Source: an optimization exercise on an open RTL-to-GDS flow (aim: small area, a short achievable clock period and few clock cycles per item). Production flows keep margins and buffers that such runs may drop. No functional check of the RTL was part of this run. No activity file was given, so power comes from the tool's default toggle rates.

### constraint.sdc
create_clock -name core_clock -period 7.0 [get_ports {clk}]
set_input_delay 1.4000 -clock core_clock [delete_from_list [all_inputs] [get_ports {clk}]]
set_output_delay 1.4000 -clock core_clock [all_outputs]
set_load 0.01 [all_outputs]
### flow/area.abc
&get -n
&st
&dch
&nf
&put
### design.v
package mpat_pkg;
  localparam int ZERO_W   = 12;
  localparam int GAIN_W   = 16;
  localparam int DEG_W    = 9;
  localparam int THR_W    = 12;
  localparam int STAGE_W  = 4;
  localparam int OUT_W    = 12;
  localparam int ANGLE_W  = 22;
  localparam int FRAC_W   = 8;
  localparam int APB_DATA_W = 32;
  localparam int APB_ADDR_W = 5;
  localparam int REG_IDX_W  = 3;
  localparam logic [REG_IDX_W-1:0] REG_ZERO_CODE      = 3'd0;
  localparam logic [REG_IDX_W-1:0] REG_GAIN_Q16       = 3'd1;
  localparam logic [REG_IDX_W-1:0] REG_STAGE_DEGREES  = 3'd2;
  localparam logic [REG_IDX_W-1:0] REG_ANGLE_OFFSET   = 3'd3;
  localparam logic [REG_IDX_W-1:0] REG_JUMP_THRESHOLD = 3'd4;
  localparam logic [REG_IDX_W-1:0] REG_MAX_STAGE      = 3'd5;
  localparam logic [ZERO_W-1:0]  RST_ZERO_CODE      = 12'd427;
  localparam logic [GAIN_W-1:0]  RST_GAIN_Q16       = 16'd2376;
  localparam logic [DEG_W-1:0]   RST_STAGE_DEGREES  = 9'd120;
  localparam logic [DEG_W-1:0]   RST_ANGLE_OFFSET   = 9'd55;
  localparam logic [THR_W-1:0]   RST_JUMP_THRESHOLD = 12'd2200;
  localparam logic [STAGE_W-1:0] RST_MAX_STAGE      = 4'd4;
  typedef struct packed {
    logic [ZERO_W-1:0]  zero_code;
    logic [GAIN_W-1:0]  gain_q16;
    logic [DEG_W-1:0]   stage_degrees;
    logic [DEG_W-1:0]   angle_offset;
    logic [THR_W-1:0]   jump_threshold;
    logic [STAGE_W-1:0] max_stage;
  } cfg_t;
endpackage
module multiturn_polar_angle_tracker #(
  parameter int SAMPLES_PER_AVERAGE = 5,
  parameter int SAMPLE_BITS         = 12
) (
  input  logic                                  clk,
  input  logic                                  rst,
  input  logic                                  psel,
  input  logic                                  penable,
  input  logic                                  pwrite,
  input  logic [mpat_pkg::APB_ADDR_W-1:0]       paddr,
  input  logic [mpat_pkg::APB_DATA_W-1:0]       pwdata,
  output logic [mpat_pkg::APB_DATA_W-1:0]       prdata,
  output logic                                  pready,
  input  logic [SAMPLE_BITS-1:0]                sample,
  input  logic                                  sample_valid,
  output logic                                  sample_stall,
  output logic signed [mpat_pkg::ANGLE_W-1:0]   angle_q8,
  output logic [mpat_pkg::STAGE_W-1:0]          stage,
  output logic [mpat_pkg::OUT_W-1:0]            average,
  output logic [mpat_pkg::OUT_W-1:0]            max_seen,
  output logic [mpat_pkg::OUT_W-1:0]            min_seen,
  output logic                                  result_valid,
  input  logic                                  result_stall
);
  function automatic logic [2:0] booth_enc(input logic [2:0] b);
    booth_enc = {b[1] ^ b[0],
                 (b[2] & ~b[1] & ~b[0]) | (~b[2] & b[1] & b[0]),
                 b[2] & ~(b[1] & b[0])};
  endfunction
  logic [11:0] r_zero;
  logic [15:0] r_gain;
  logic [8:0]  r_deg;
  logic [8:0]  r_off;
  logic [11:0] r_thr;
  logic [3:0]  r_max;
  logic [2:0]  idx;
  logic        wr;
  assign idx    = paddr[4:2];
  assign wr     = psel && penable && pwrite;
  assign pready = 1'b1;
  always_ff @(posedge clk) begin
    if (rst) begin
      r_zero <= mpat_pkg::RST_ZERO_CODE;
      r_gain <= mpat_pkg::RST_GAIN_Q16;
      r_deg  <= mpat_pkg::RST_STAGE_DEGREES;
      r_off  <= mpat_pkg::RST_ANGLE_OFFSET;
      r_thr  <= mpat_pkg::RST_JUMP_THRESHOLD;
      r_max  <= mpat_pkg::RST_MAX_STAGE;
    end else if (wr) begin
      case (idx)
        3'd0:    r_zero <= pwdata[11:0];
        3'd1:    r_gain <= pwdata[15:0];
        3'd2:    r_deg  <= pwdata[8:0];
        3'd3:    r_off  <= pwdata[8:0];
        3'd4:    r_thr  <= pwdata[11:0];
        3'd5:    r_max  <= pwdata[3:0];
        default: ;
      endcase
    end
  end
  always_comb begin
    case (idx)
      3'd0:    prdata = {20'd0, r_zero};
      3'd1:    prdata = {16'd0, r_gain};
      3'd2:    prdata = {23'd0, r_deg};
      3'd3:    prdata = {23'd0, r_off};
      3'd4:    prdata = {20'd0, r_thr};
      3'd5:    prdata = {28'd0, r_max};
      default: prdata = '0;
    endcase
  end
  logic [13:0] acc;
  logic [2:0]  cnt;
  logic        take;
  logic        last;
  logic [14:0] acc_sum;
  assign take    = sample_valid && !sample_stall;
  assign last    = (cnt == 3'd4);
  assign acc_sum = {1'b0, acc} + {3'b0, sample};
  always_ff @(posedge clk) begin
    if (rst) begin
      acc <= '0;
      cnt <= '0;
    end else if (take) begin
      if (last) begin
        acc <= '0;
        cnt <= '0;
      end else begin
        acc <= acc_sum[13:0];
        cnt <= cnt + 3'd1;
      end
    end
  end
  logic [14:0] sq;
  logic        s_full;
  logic        s_half;
  logic        s_mean;
  logic        d_done;
  logic        t_done;
  logic [11:0] mean;
  function automatic logic [3:0] d5step(input logic [2:0] r, input logic b);
    logic       q;
    logic [2:0] n;
    q    = r[2] | (r[1] & (r[0] | b));
    n[0] = r[2] ? ~b : (r[1] ? (r[0] & ~b) : b);
    n[1] = r[2] ? ~b : (r[1] ? (r[0] & b) : r[0]);
    n[2] = r[2] ? b : (r[1] & ~r[0] & ~b);
    d5step = {q, n};
  endfunction
  logic [14:0] div_a;
  logic [14:0] div_b;
  always_comb begin
    logic [2:0] r;
    logic [3:0] o;
    logic [4:0] qa;
    logic [6:0] qb;
    r  = {1'b0, sq[14:13]};
    qa = '0;
    for (int i = 12; i >= 7; i--) begin
      o = d5step(r, sq[i]);
      if (i <= 11) qa[i - 7] = o[3];
      r = o[2:0];
    end
    div_a = {r, qa, sq[6:0]};
    r  = sq[14:12];
    qb = '0;
    for (int i = 6; i >= 0; i--) begin
      o = d5step(r, sq[i]);
      qb[i] = o[3];
      r = o[2:0];
    end
    div_b = {3'b0, sq[11:7], qb};
  end
  assign mean = sq[11:0];
  logic [11:0] avg_q;
  logic [3:0]  stg_q;
  logic [11:0] max_q;
  logic [11:0] min_q;
  logic        rv_q;
  logic        out_busy;
  logic        acc_res;
  logic        do_trk;
  logic        do_load;
  assign acc_res  = rv_q && !result_stall;
  logic [13:0] up_s;
  logic [13:0] up_c;
  logic [13:0] dn_s;
  logic [13:0] dn_c;
  logic [13:0] up_y;
  logic [13:0] dn_y;
  logic        up;
  logic        down;
  logic [12:0] gt_y;
  logic [12:0] lt_y;
  logic        new_max;
  logic        new_min;
  logic [3:0]  stg_next;
  always_comb begin
    logic [13:0] p;
    logic [13:0] m;
    logic [13:0] np;
    logic [13:0] nm;
    logic [13:0] nt;
    p  = {2'b0, avg_q};
    m  = {2'b0, mean};
    np = ~p;
    nm = ~m;
    nt = ~{2'b0, r_thr};
    for (int i = 0; i < 14; i++) begin
      up_s[i] = p[i] ^ nm[i] ^ nt[i];
      dn_s[i] = m[i] ^ np[i] ^ nt[i];
    end
    up_c[0] = 1'b1;
    dn_c[0] = 1'b1;
    for (int i = 1; i < 14; i++) begin
      up_c[i] = (p[i-1] & nm[i-1]) | (p[i-1] & nt[i-1]) | (nm[i-1] & nt[i-1]);
      dn_c[i] = (m[i-1] & np[i-1]) | (m[i-1] & nt[i-1]) | (np[i-1] & nt[i-1]);
    end
  end
  assign up_y    = up_s + up_c;
  assign dn_y    = dn_s + dn_c;
  assign up      = !up_y[13];
  assign down    = !dn_y[13];
  assign gt_y    = {1'b0, mean} + {1'b0, ~max_q};
  assign lt_y    = {1'b0, min_q} + {1'b0, ~mean};
  assign new_max = gt_y[12];
  assign new_min = lt_y[12];
  always_comb begin
    logic [3:0] inc_v;
    logic [3:0] dec_v;
    logic [3:0] keep_v;
    inc_v  = ({1'b0, stg_q} + 5'd1 > {1'b0, r_max}) ? 4'd0 : stg_q + 4'd1;
    dec_v  = (stg_q == 4'd0 || stg_q - 4'd1 > r_max) ? 4'd0 : stg_q - 4'd1;
    keep_v = (stg_q > r_max) ? 4'd0 : stg_q;
    if (up) begin
      stg_next = inc_v;
    end else if (down) begin
      stg_next = dec_v;
    end else begin
      stg_next = keep_v;
    end
  end
  logic signed [16:0] a_q;
  logic [13:0]        d_q;
  logic [7:0]         l_q;
  logic [1:0]         m_cnt;
  logic               m_busy;
  logic               m_idle;
  logic [12:0]        dval;
  logic [6:0]         dneg;
  logic [16:0]        a_init;
  assign dval = {1'b0, mean} - {1'b0, r_zero};
  always_comb begin
    logic [15:0] dx;
    dx = {dval[12], dval[12], dval, 1'b0};
    for (int j = 0; j < 7; j++) begin
      dneg[j] = dx[2*j+2] & ~(dx[2*j+1] & dx[2*j]);
    end
    a_init     = '0;
    a_init[0]  = dneg[0];
    a_init[2]  = dneg[1];
    a_init[4]  = dneg[2];
    a_init[6]  = dneg[3];
    a_init[7]  = 1'b1;
    a_init[8]  = dneg[4];
    a_init[10] = dneg[5];
    a_init[12] = dneg[6];
  end
  assign m_idle  = !m_busy && (!rv_q || acc_res);
  assign do_load = s_full && s_mean && !d_done && m_idle;
  logic [3:0] fl_stg;
  logic       fl_max;
  logic       fl_min;
  logic       fl_ok;
  always_ff @(posedge clk) begin
    fl_stg <= stg_next;
    fl_max <= new_max;
    fl_min <= new_min;
  end
  assign do_trk  = s_full && s_mean && fl_ok && !t_done && !out_busy;
  logic trk_d;
  logic m_go;
  assign m_go = (m_cnt != 2'd3) || (out_busy && !trk_d);
  logic [20:0] row0;
  logic [20:0] row1;
  logic [20:0] cs_s;
  logic [20:0] cs_c;
  logic [20:0] tsum;
  logic [13:0] d_next;
  logic [5:0]  enc_q;
  logic        last_q;
  always_comb begin
    if (do_load) begin
      d_next = {dval, 1'b0};
    end else if (m_busy && m_go) begin
      d_next = {{4{d_q[13]}}, d_q[13:4]};
    end else begin
      d_next = d_q;
    end
  end
  always_ff @(posedge clk) begin
    enc_q  <= {booth_enc(d_next[4:2]), booth_enc(d_next[2:0])};
    last_q <= do_load ? 1'b0 : ((m_busy && m_go) ? (m_cnt == 2'd2) : (m_cnt == 2'd3));
  end
  always_comb begin
    logic [17:0] g1;
    logic [17:0] g2;
    logic [20:0] xs;
    logic [20:0] a;
    g1 = {2'b0, r_gain};
    g2 = {1'b0, r_gain, 1'b0};
    for (int i = 0; i < 18; i++) begin
      row0[i]     = ((enc_q[2] & g1[i]) | (enc_q[1] & g2[i])) ^ enc_q[0];
      row1[i + 2] = ((enc_q[5] & g1[i]) | (enc_q[4] & g2[i])) ^ enc_q[3];
    end
    row0[20:18] = {3{enc_q[0]}};
    row1[1:0]   = 2'b00;
    row1[20]    = enc_q[3];
    xs   = {{3{x_q[13]}}, x_q, 4'b0};
    row1 = row1 | (last_q ? xs : 21'd0);
    a = 21'(a_q);
    for (int i = 0; i < 21; i++) begin
      cs_s[i] = a[i] ^ row0[i] ^ row1[i];
    end
    cs_c[0] = 1'b0;
    for (int i = 1; i < 21; i++) begin
      cs_c[i] = (a[i-1] & row0[i-1]) | (a[i-1] & row1[i-1]) | (row0[i-1] & row1[i-1]);
    end
  end
  assign tsum = cs_s + cs_c;
  logic [13:0] x_q;
  logic [13:0] x_next;
  always_comb begin
    logic [2:0]  e0;
    logic [2:0]  e1;
    logic [9:0]  m0;
    logic [9:0]  m1;
    logic [13:0] r0;
    logic [13:0] r1;
    logic [13:0] r2;
    logic [13:0] r3;
    logic [13:0] s1;
    logic [13:0] c1;
    logic [13:0] s2;
    logic [13:0] c2;
    e0 = booth_enc({stg_q[1:0], 1'b0});
    e1 = booth_enc(stg_q[3:1]);
    m0 = ({10{e0[2]}} & {1'b0, r_deg}) | ({10{e0[1]}} & {r_deg, 1'b0});
    m1 = ({10{e1[2]}} & {1'b0, r_deg}) | ({10{e1[1]}} & {r_deg, 1'b0});
    r0 = {{4{e0[0]}}, m0 ^ {10{e0[0]}}};
    r1 = {{2{e1[0]}}, m1 ^ {10{e1[0]}}, 1'b0, e0[0]};
    r2 = {1'b0, stg_q[3] ? r_deg : 9'd0, 1'b0, e1[0], 1'b0, 1'b1};
    r3 = ~{5'b0, r_off};
    for (int i = 0; i < 14; i++) begin
      s1[i] = r0[i] ^ r1[i] ^ r2[i];
    end
    c1[0] = 1'b0;
    for (int i = 1; i < 14; i++) begin
      c1[i] = (r0[i-1] & r1[i-1]) | (r0[i-1] & r2[i-1]) | (r1[i-1] & r2[i-1]);
    end
    for (int i = 0; i < 14; i++) begin
      s2[i] = s1[i] ^ c1[i] ^ r3[i];
    end
    c2[0] = 1'b0;
    for (int i = 1; i < 14; i++) begin
      c2[i] = (s1[i-1] & c1[i-1]) | (s1[i-1] & r3[i-1]) | (c1[i-1] & r3[i-1]);
    end
    x_next = s2 + c2;
  end
  always_ff @(posedge clk) begin
    x_q <= x_next;
  end
  logic [2:0] cnt_next;
  logic       s_full_next;
  always_comb begin
    cnt_next = cnt;
    if (take) cnt_next = last ? 3'd0 : cnt + 3'd1;
    s_full_next = s_full;
    if (s_full && (d_done || do_load) && (t_done || do_trk)) s_full_next = 1'b0;
    if (take && last) s_full_next = 1'b1;
  end
  always_ff @(posedge clk) begin
    if (rst) begin
      s_full       <= 1'b0;
      s_half       <= 1'b0;
      s_mean       <= 1'b0;
      d_done       <= 1'b0;
      t_done       <= 1'b0;
      sample_stall <= 1'b0;
      m_busy       <= 1'b0;
      m_cnt        <= '0;
      trk_d        <= 1'b0;
      fl_ok        <= 1'b0;
      rv_q         <= 1'b0;
      out_busy     <= 1'b0;
      avg_q        <= '0;
      stg_q        <= '0;
      max_q        <= '0;
      min_q        <= '1;
    end else begin
      s_full       <= s_full_next;
      sample_stall <= (cnt_next == 3'd4) && s_full_next;
      if (take && last) begin
        s_half <= 1'b0;
        s_mean <= 1'b0;
        d_done <= 1'b0;
        t_done <= 1'b0;
      end else begin
        if (s_full) s_half <= 1'b1;
        if (s_full && s_half) s_mean <= 1'b1;
        if (do_load) d_done <= 1'b1;
        if (do_trk) t_done <= 1'b1;
      end
      if (do_load) begin
        m_busy <= 1'b1;
        m_cnt  <= '0;
      end else if (m_busy && m_go) begin
        m_cnt <= m_cnt + 2'd1;
        if (m_cnt == 2'd3) begin
          m_busy <= 1'b0;
        end
      end
      trk_d <= do_trk;
      fl_ok <= s_full && s_mean && !do_trk;
      if (m_busy && m_go && m_cnt == 2'd3) rv_q <= 1'b1;
      else if (acc_res) rv_q <= 1'b0;
      if (do_trk) out_busy <= 1'b1;
      else if (acc_res) out_busy <= 1'b0;
      if (do_trk) begin
        avg_q <= mean;
        stg_q <= fl_stg;
        if (fl_max) max_q <= mean;
        if (fl_min) min_q <= mean;
      end
    end
  end
  always_ff @(posedge clk) begin
    if (take && last) begin
      sq <= acc_sum;
    end else if (s_full && !s_half) begin
      sq <= div_a;
    end else if (s_full && !s_mean) begin
      sq <= div_b;
    end
    d_q <= d_next;
    if (do_load) begin
      a_q <= a_init;
    end else if (m_busy && m_go) begin
      a_q <= tsum[20:4];
      l_q <= {tsum[3:0], l_q[7:4]};
    end
  end
  assign angle_q8     = (!a_q[14] && a_q[13]) ? 22'h1fffff : {a_q[13:0], l_q};
  assign stage        = stg_q;
  assign average      = avg_q;
  assign max_seen     = max_q;
  assign min_seen     = min_q;
  assign result_valid = rv_q;
endmodule
### flow/run.sh
#!/bin/bash
# Layout flow: the standard ORFS flow (standard.sh's make call) with these
# changes: synthesis maps with an area-oriented ABC script (flow/area.abc)
# instead of ORFS's speed script; ports are buffered with buf_N cells given
# below; and the cells listed in EXTRA_DONT_USE are kept out of the netlist
# (added to the platform's don't-use list). Register mapping, flattening,
# renaming, floorplan, power grid, placement, CTS and routing are unchanged.
set -euo pipefail
here=$(pwd)
EXTRA_DONT_USE="sky130_fd_sc_hd__a222oi_1"
PORT_BUFFER="sky130_fd_sc_hd__buf_1"
# synthesis body: ORFS synth.tcl with the abc script argument replaced
sed 's#^source \$::env(SCRIPTS_DIR)/synth_preamble.tcl#source $::env(SCRIPTS_DIR)/synth_preamble.tcl\nset abc_args [lreplace $abc_args 1 1 $::env(MY_ABC_SCRIPT)]#' \
  "$FLOW_HOME/scripts/synth.tcl" > "$here/my_synth_body.tcl"
grep -q 'MY_ABC_SCRIPT' "$here/my_synth_body.tcl"
# The standard flow's synthesis wrapper, sourcing that body instead of ORFS's synth.tcl
sed "s#source \$::env(SCRIPTS_DIR)/synth.tcl#source $here/my_synth_body.tcl#" \
  "$here/synth_recipe.tcl" > "$here/my_synth.tcl"
grep -q 'my_synth_body.tcl' "$here/my_synth.tcl"
# the platform's don't-use list plus the extra cells
du=$(DONT_USE_CELLS="$EXTRA_DONT_USE" make -s -C "$FLOW_HOME" DESIGN_CONFIG="$here/config.mk" \
  WORK_HOME="$here/orfs" print-DONT_USE_CELLS 2> "$here/dont_use.log" | sed -n 's/^DONT_USE_CELLS: //p')
echo "$du" >> "$here/dont_use.log"
for c in $EXTRA_DONT_USE; do grep -q "$c" <<< "$du"; done
grep -q 'probe_p_8' <<< "$du"
# standard.sh with the synthesis script swapped and the don't-use list given
sed "s#SYNTH_SCRIPT=[^ ]*#SYNTH_SCRIPT=$here/my_synth.tcl DONT_USE_CELLS=\"$du\"#" \
  "$here/standard.sh" > "$here/my_standard.sh"
grep -q 'my_synth.tcl' "$here/my_standard.sh"
export BUFFER_PORTS_ARGS="-buffer_cell $PORT_BUFFER"
export MY_ABC_SCRIPT="$here/flow/area.abc"
bash "$here/my_standard.sh" > "$here/flow.log" 2>&1
### config.mk
export PLATFORM = sky130hd
export DESIGN_NAME = multiturn_polar_angle_tracker
export DESIGN_NICKNAME = multiturn_polar_angle_tracker
export VERILOG_FILES = /design/flow/design.v
export SDC_FILE = /design/flow/constraint.sdc
export NUM_CORES = 4
export LEC_CHECK = 0
export CAP_MARGIN = 20
export CORE_MARGIN = 2
export CORE_UTILIZATION = 40
export CTS_CLUSTER_DIAMETER = 120
export CTS_CLUSTER_SIZE = 24
export SETUP_SLACK_MARGIN = 3.0
export SLEW_MARGIN = 20
### standard.sh
#!/bin/bash
# synth_recipe.tcl (not shown) runs the flow's synth.tcl, then flattens the netlist and writes it again
# the make line also repeats each setting of config.mk as NAME=value (left out here)
make -C /OpenROAD-flow-scripts/flow DESIGN_CONFIG=/design/flow/config.mk WORK_HOME=/design/flow/orfs CLKGATE_MAP_FILE= SYNTH_SCRIPT=/design/flow/synth_recipe.tcl "${@:-finish}"
==> results by group <==
Worst hold path
  – Hold path startpoint: l_q[4]$_DFFE_PP_
  – Class of the worst hold path: flip-flop to flip-flop

STA
  – Maximum clock skew at final layout: between 0.03 and 0.04 ns
  – Setup-failing EPs final: 0
  – Final number of max-transition violations: 0
  – Highest achievable clock rate: about 250 MHz
  – Shortest period the worst path allows: 3.94 ns
  – Final sum of negative setup slack: 0 ns
  – Crit share post-route: 0.563
  – Relative slew slack: 0.300
  – RSZ-0062 raised after global routing: yes
  – Actual slew at the worst max-slew pin: 1.04 ns
  – Hold Fails Final Rpt: 0

Clock network
  – Clock-pin transition on the worst setup and hold timing paths: roughly 0.11 ns
  – H-tree depth: 1
  – Clock Sink Count: ~210
  – CTS tree: built
  – Clock Path Buffers: 3
  – Clock root cell: sky130_fd_sc_hd__clkbuf_16
  – Hold buffer count at CTS: 0
  – Worst-Skew Late Latency: between 0.5 and 0.6 ns
  – TritonCTS buffer count: 13

Route
  – DR pass1 iterations: 5
  – Initial detailed-routing violation count: 691
  – Vias per inst: approximately 5.5
  – Antenna-violating nets left: 0
  – Routed length per placed instance: about 18 um
  – Number of remaining DRC errors: 0
  – Sum of routed wire length over all layers: ~40000 um
  – Via count: 12300

Critical path
  – Sequence of cells on the critical path: clkinv_4, ha_4, a22oi_2, xnor2_2, fa_1, fa_1, ha_4, a21oi_1, o21ai_1, a21o_1, a21oi_2, o21bai_1, a21oi_2, o21ai_1, a21o_1, a21oi_2, xnor2_1
  – Crit path max fanout: 5
  – Required time of the critical path: around 7.4 ns
  – Slowest stage cell on the critical path: sky130_fd_sc_hd__fa_1
  – Type of element capturing the critical path: flip-flop
  – Worst Setup SP: stg_q[2]$_SDFFE_PP0P_
  – Critical Path Start Type: flip-flop
  – Critical path class: flip-flop to flip-flop
  – Startpoint of the lowest-slack register-to-register path: stg_q[2]$_SDFFE_PP0P_
  – CP dominant cell by count: sky130_fd_sc_hd__a21oi_2
  – Data arrival time of the critical path: between 4 and 5 ns
  – Biggest cell delay along the critical path: 0.60 ns

Final layout
  – Net total in the final layout: between 2000 and 2500
  – Fraction of layout cells with a size suffix above 1: 0.0555
  – Total area of sequential cells: about 0.0047 sq mm
  – Synth-to-Final Area Change: 12.9%
  – Area used by multi-input combinational logic: 0.00931 sq mm
  – Filler instances: 3549
  – Post-route non-filler standard cell count: between 2000 and 2500

Placed design
  – Instance count after placement with tap cells included: 2198
  – Global placer's final weighted congestion: approximately 0.9
  – Port buffer count: 117
  – Half-perimeter wire length of the detailed placement result: 30000 um

Outcome
  – Outcome: no timing/DRC/antenna violations

Global routing
  – Initial antenna violation count: 2
  – Total overflow reported by the global router: 0
  – Global-route wire length before repair: roughly 63000 um
  – Via count of the first global-routing pass: between 10000 and 15000
  – Largest net degree at the start of global routing: roughly 80
  – Global routing usage summed across all routing layers: 0.210

Synthesis
  – Synth Flop Type: sky130_fd_sc_hd__dfxtp_1
  – Number of enable-type register cells in the synthesized netlist: 39
  – Synthesized area divided by synthesized cell count: 8.91 sq um
  – Count of warnings emitted by yosys: 1
  – Share of synthesized area occupied by flip-flops and latches: 0.325
  – Number of storage elements in the synthesis netlist: between 200 and 250
  – Fraction of registers with async set or reset after synthesis: 0
  – Area of the mapped netlist: between 0.01 and 0.015 sq mm
  – Number of distinct standard cells referenced by the synthesized netlist: 59
  – Synthesized netlist cell count: 1608

Power
  – Leakage power of the design: between 6 and 7 nW
  – Max rail drop VDD: roughly 0.18 mV
  – Pwr/cell area: roughly 210 mW/mm^2

Die
  – Initial core utilization: 0.405
  – Die Outline Area: 0.0373 sq mm
  – Number of core rows: about 70
  – Core outline area: about 0.035 sq mm
  – Width of the chip: ~190 um
  – Boundary pin count: around 150
  – Die boundary height: 193 um

Flow run
  – # Max-Cap Violations: 0
-- cells by family after synthesis --
group / after synthesis / share of synthesized area
AOI/OAI and AO/OA: 491 / 0.221
DFF: 213 / 0.325
muxes: 4 / 0.00306
adders and majority gates: 194 / 0.202
buffers and inverters: 133 / 0.0393
and+or+nand+nor: 473 / 0.150
other: 2 / 0.000524
xor gates and xnor gates: 98 / 0.0599
-- synth_stat cells, types with 5 or more instances --
master	count	area, sq um
sky130_fd_sc_hd__ha_1	132	1650
sky130_fd_sc_hd__clkinv_1	116	435
sky130_fd_sc_hd__buf_4	17	128
sky130_fd_sc_hd__xnor2_1	71	622
sky130_fd_sc_hd__nor3_1	33	165
sky130_fd_sc_hd__nand2b_1	33	206
sky130_fd_sc_hd__o21ai_0	100	500
sky130_fd_sc_hd__and2_0	25	156
sky130_fd_sc_hd__o21a_1	8	60.1
sky130_fd_sc_hd__nand3_1	27	135
sky130_fd_sc_hd__nor2_1	139	522
sky130_fd_sc_hd__a211o_1	5	43.8
sky130_fd_sc_hd__dfxtp_1	174	3480
sky130_fd_sc_hd__nand2_1	170	638
sky130_fd_sc_hd__a22oi_1	96	721
sky130_fd_sc_hd__o211ai_1	5	37.5
sky130_fd_sc_hd__o31ai_1	6	45.0
sky130_fd_sc_hd__nor3b_1	5	37.5
sky130_fd_sc_hd__a31oi_1	5	31.3
sky130_fd_sc_hd__a211oi_1	54	405
sky130_fd_sc_hd__xor2_1	27	236
sky130_fd_sc_hd__fa_1	62	1240
sky130_fd_sc_hd__a21o_1	28	210
sky130_fd_sc_hd__edfxtp_1	39	1170
sky130_fd_sc_hd__nor2b_1	17	106
sky130_fd_sc_hd__a21boi_0	5	37.5
sky130_fd_sc_hd__a21oi_1	132	661
sky130_fd_sc_hd__a22o_1	7	61.3
sky130_fd_sc_hd__o22ai_1	6	37.5
-- registers in the layout, indices dropped and copies added, names as in the netlist, 2 cells and up --
| name | flops |
|---|---|
| a_q | 17 |
| r_gain | 16 |
| sq | 15 |
| acc | 14 |
| d_q | 14 |
| x_q | 14 |
| avg_q | 12 |
| max_q | 12 |
| min_q | 12 |
| r_thr | 12 |
| r_zero | 12 |
| r_deg | 9 |
| r_off | 9 |
| l_q | 8 |
| enc_q | 6 |
| fl_stg | 4 |
| r_max | 4 |
| stg_q | 4 |
| cnt | 3 |
| m_cnt | 2 |
-- layout make-up --
cell class	count	share of cell area
clock buffer	18	0.0213
timing repair buffer	156	0.0464
inverter	116	0.0278
antenna	2	0.000309
tap	461	0.0357
sequential	213	0.290
multi-input combinational	1277	0.576
clock inverter	3	0.00255
-- per-stage QoR --
stage | power, W | hold slack, ns | util | instance area, sq um | worst slack (ns)
after global placement | 0.00251 | 0.424 | 0.435 | 15400 | 2.36
after floorplan | 0.00223 | 0.417 | - | 14400 | 2.81
after CTS | 0.00335 | 0.455 | 0.451 | 16000 | 2.86
after detailed placement | 0.00252 | 0.427 | 0.435 | 15400 | 2.31
after global routing | 0.00359 | 0.473 | 0.457 | 16200 | 2.84
final | 0.00335 | 0.456 | 0.457 | 16200 | 3.06
-- layout by cell type, fill, tap and decap left out, types with 5 or more instances in the layout --
cell	count
sky130_fd_sc_hd__a22o_1	7
sky130_fd_sc_hd__nor2_1	137
sky130_fd_sc_hd__a22oi_1	95
sky130_fd_sc_hd__o21a_1	8
sky130_fd_sc_hd__buf_4	36
sky130_fd_sc_hd__buf_1	113
sky130_fd_sc_hd__dfxtp_1	159
sky130_fd_sc_hd__a31oi_1	5
sky130_fd_sc_hd__ha_1	127
sky130_fd_sc_hd__o21ai_1	6
sky130_fd_sc_hd__o31ai_1	6
sky130_fd_sc_hd__clkinv_1	113
sky130_fd_sc_hd__nand3_1	27
sky130_fd_sc_hd__a21o_1	28
sky130_fd_sc_hd__o211ai_1	5
sky130_fd_sc_hd__a211o_1	5
sky130_fd_sc_hd__a21oi_1	126
sky130_fd_sc_hd__nor2b_1	15
sky130_fd_sc_hd__nand2_1	170
sky130_fd_sc_hd__nand2b_1	33
sky130_fd_sc_hd__a211oi_1	53
sky130_fd_sc_hd__fa_1	62
sky130_fd_sc_hd__edfxtp_1	39
sky130_fd_sc_hd__clkbuf_1	5
sky130_fd_sc_hd__dfxtp_4	10
sky130_fd_sc_hd__a21oi_2	6
sky130_fd_sc_hd__and2_0	24
sky130_fd_sc_hd__nor3_1	33
sky130_fd_sc_hd__dfxtp_2	5
sky130_fd_sc_hd__o22ai_1	6
sky130_fd_sc_hd__conb_1	17
sky130_fd_sc_hd__xor2_1	27
sky130_fd_sc_hd__xnor2_1	70
sky130_fd_sc_hd__clkbuf_16	13
sky130_fd_sc_hd__o21ai_0	93
-- repair_timing --
| action | in CTS | in global routing |
|---|---|---|
| setup buffers | 10 | 15 |
| pin swaps | 4 | 6 |
| gates cloned | 0 | 0 |
| endpoints found under the setup margin | 22 | 25 |
| gates resized for setup | 26 | 34 |
-- per-layer routing --
layer  GRT usage  vias to the layer above  wire (um)
li1            -                     6068          -
met4      0.0532                        0       1020
met5           0                        -          0
met1       0.275                     5912      18000
met3      0.0305                       62       2010
met2       0.362                      307      19300
-- report_power, final --
group | switching, W | total, W | leakage [nW] | internal [W]
Combinational | 0.000661 | 0.00115 | 4.38 | 0.000492
Sequential | 0.0000766 | 0.00138 | 1.78 | 0.00130
Clock | 0.000457 | 0.000818 | 0.185 | 0.000361
-- path summary, 6_finish.rpt --
path                                         end  slack, ns  cells after the start
worst max register to register   x_q[13]$_DFF_P_       3.06                     17
worst max-delay path             x_q[13]$_DFF_P_       3.06                     17
worst min register to register  l_q[0]$_DFFE_PP_       0.46                      0
worst min-delay path            l_q[0]$_DFFE_PP_       0.46                      0
-- worst max-delay path: cells and delay by family, from the launching register on --
| family | cells | cell delay (ns) |
|---|---|---|
| AOI/OAI and AO/OA | 10 | 1.54 |
| buffers and inverters | 1 | 0.08 |
| adders and majority gates | 4 | 1.57 |
| xor gates and xnor gates | 2 | 0.26 |
| DFF | 1 | 0.37 |

what the ideal ports hide:
The results above use ideal ports. As a check the final layout listed here was re-extracted and re-timed, cells and wires unchanged.
Step 1, drivers: a clkbuf_16 drives clk and a buf_2 each remaining input, both assumed.
Step 2 also shifts input and output timing later by t, the mid clock arrival at the registers, as if the neighbouring blocks saw the same clock.
a / b / c = no drivers / after step 1 / after step 2; a / b = the first two.
t, ns: 0.538
slack for setup (ns): 3.059 / 3.059 / 2.847
worst setup path after step 2: input to register
pins driven straight from the clock port: 1
After both steps setup and hold are still met in this run. For this run, drivers alone change the setup slack by 0.000 ns; drivers and shift together by -0.212 ns.
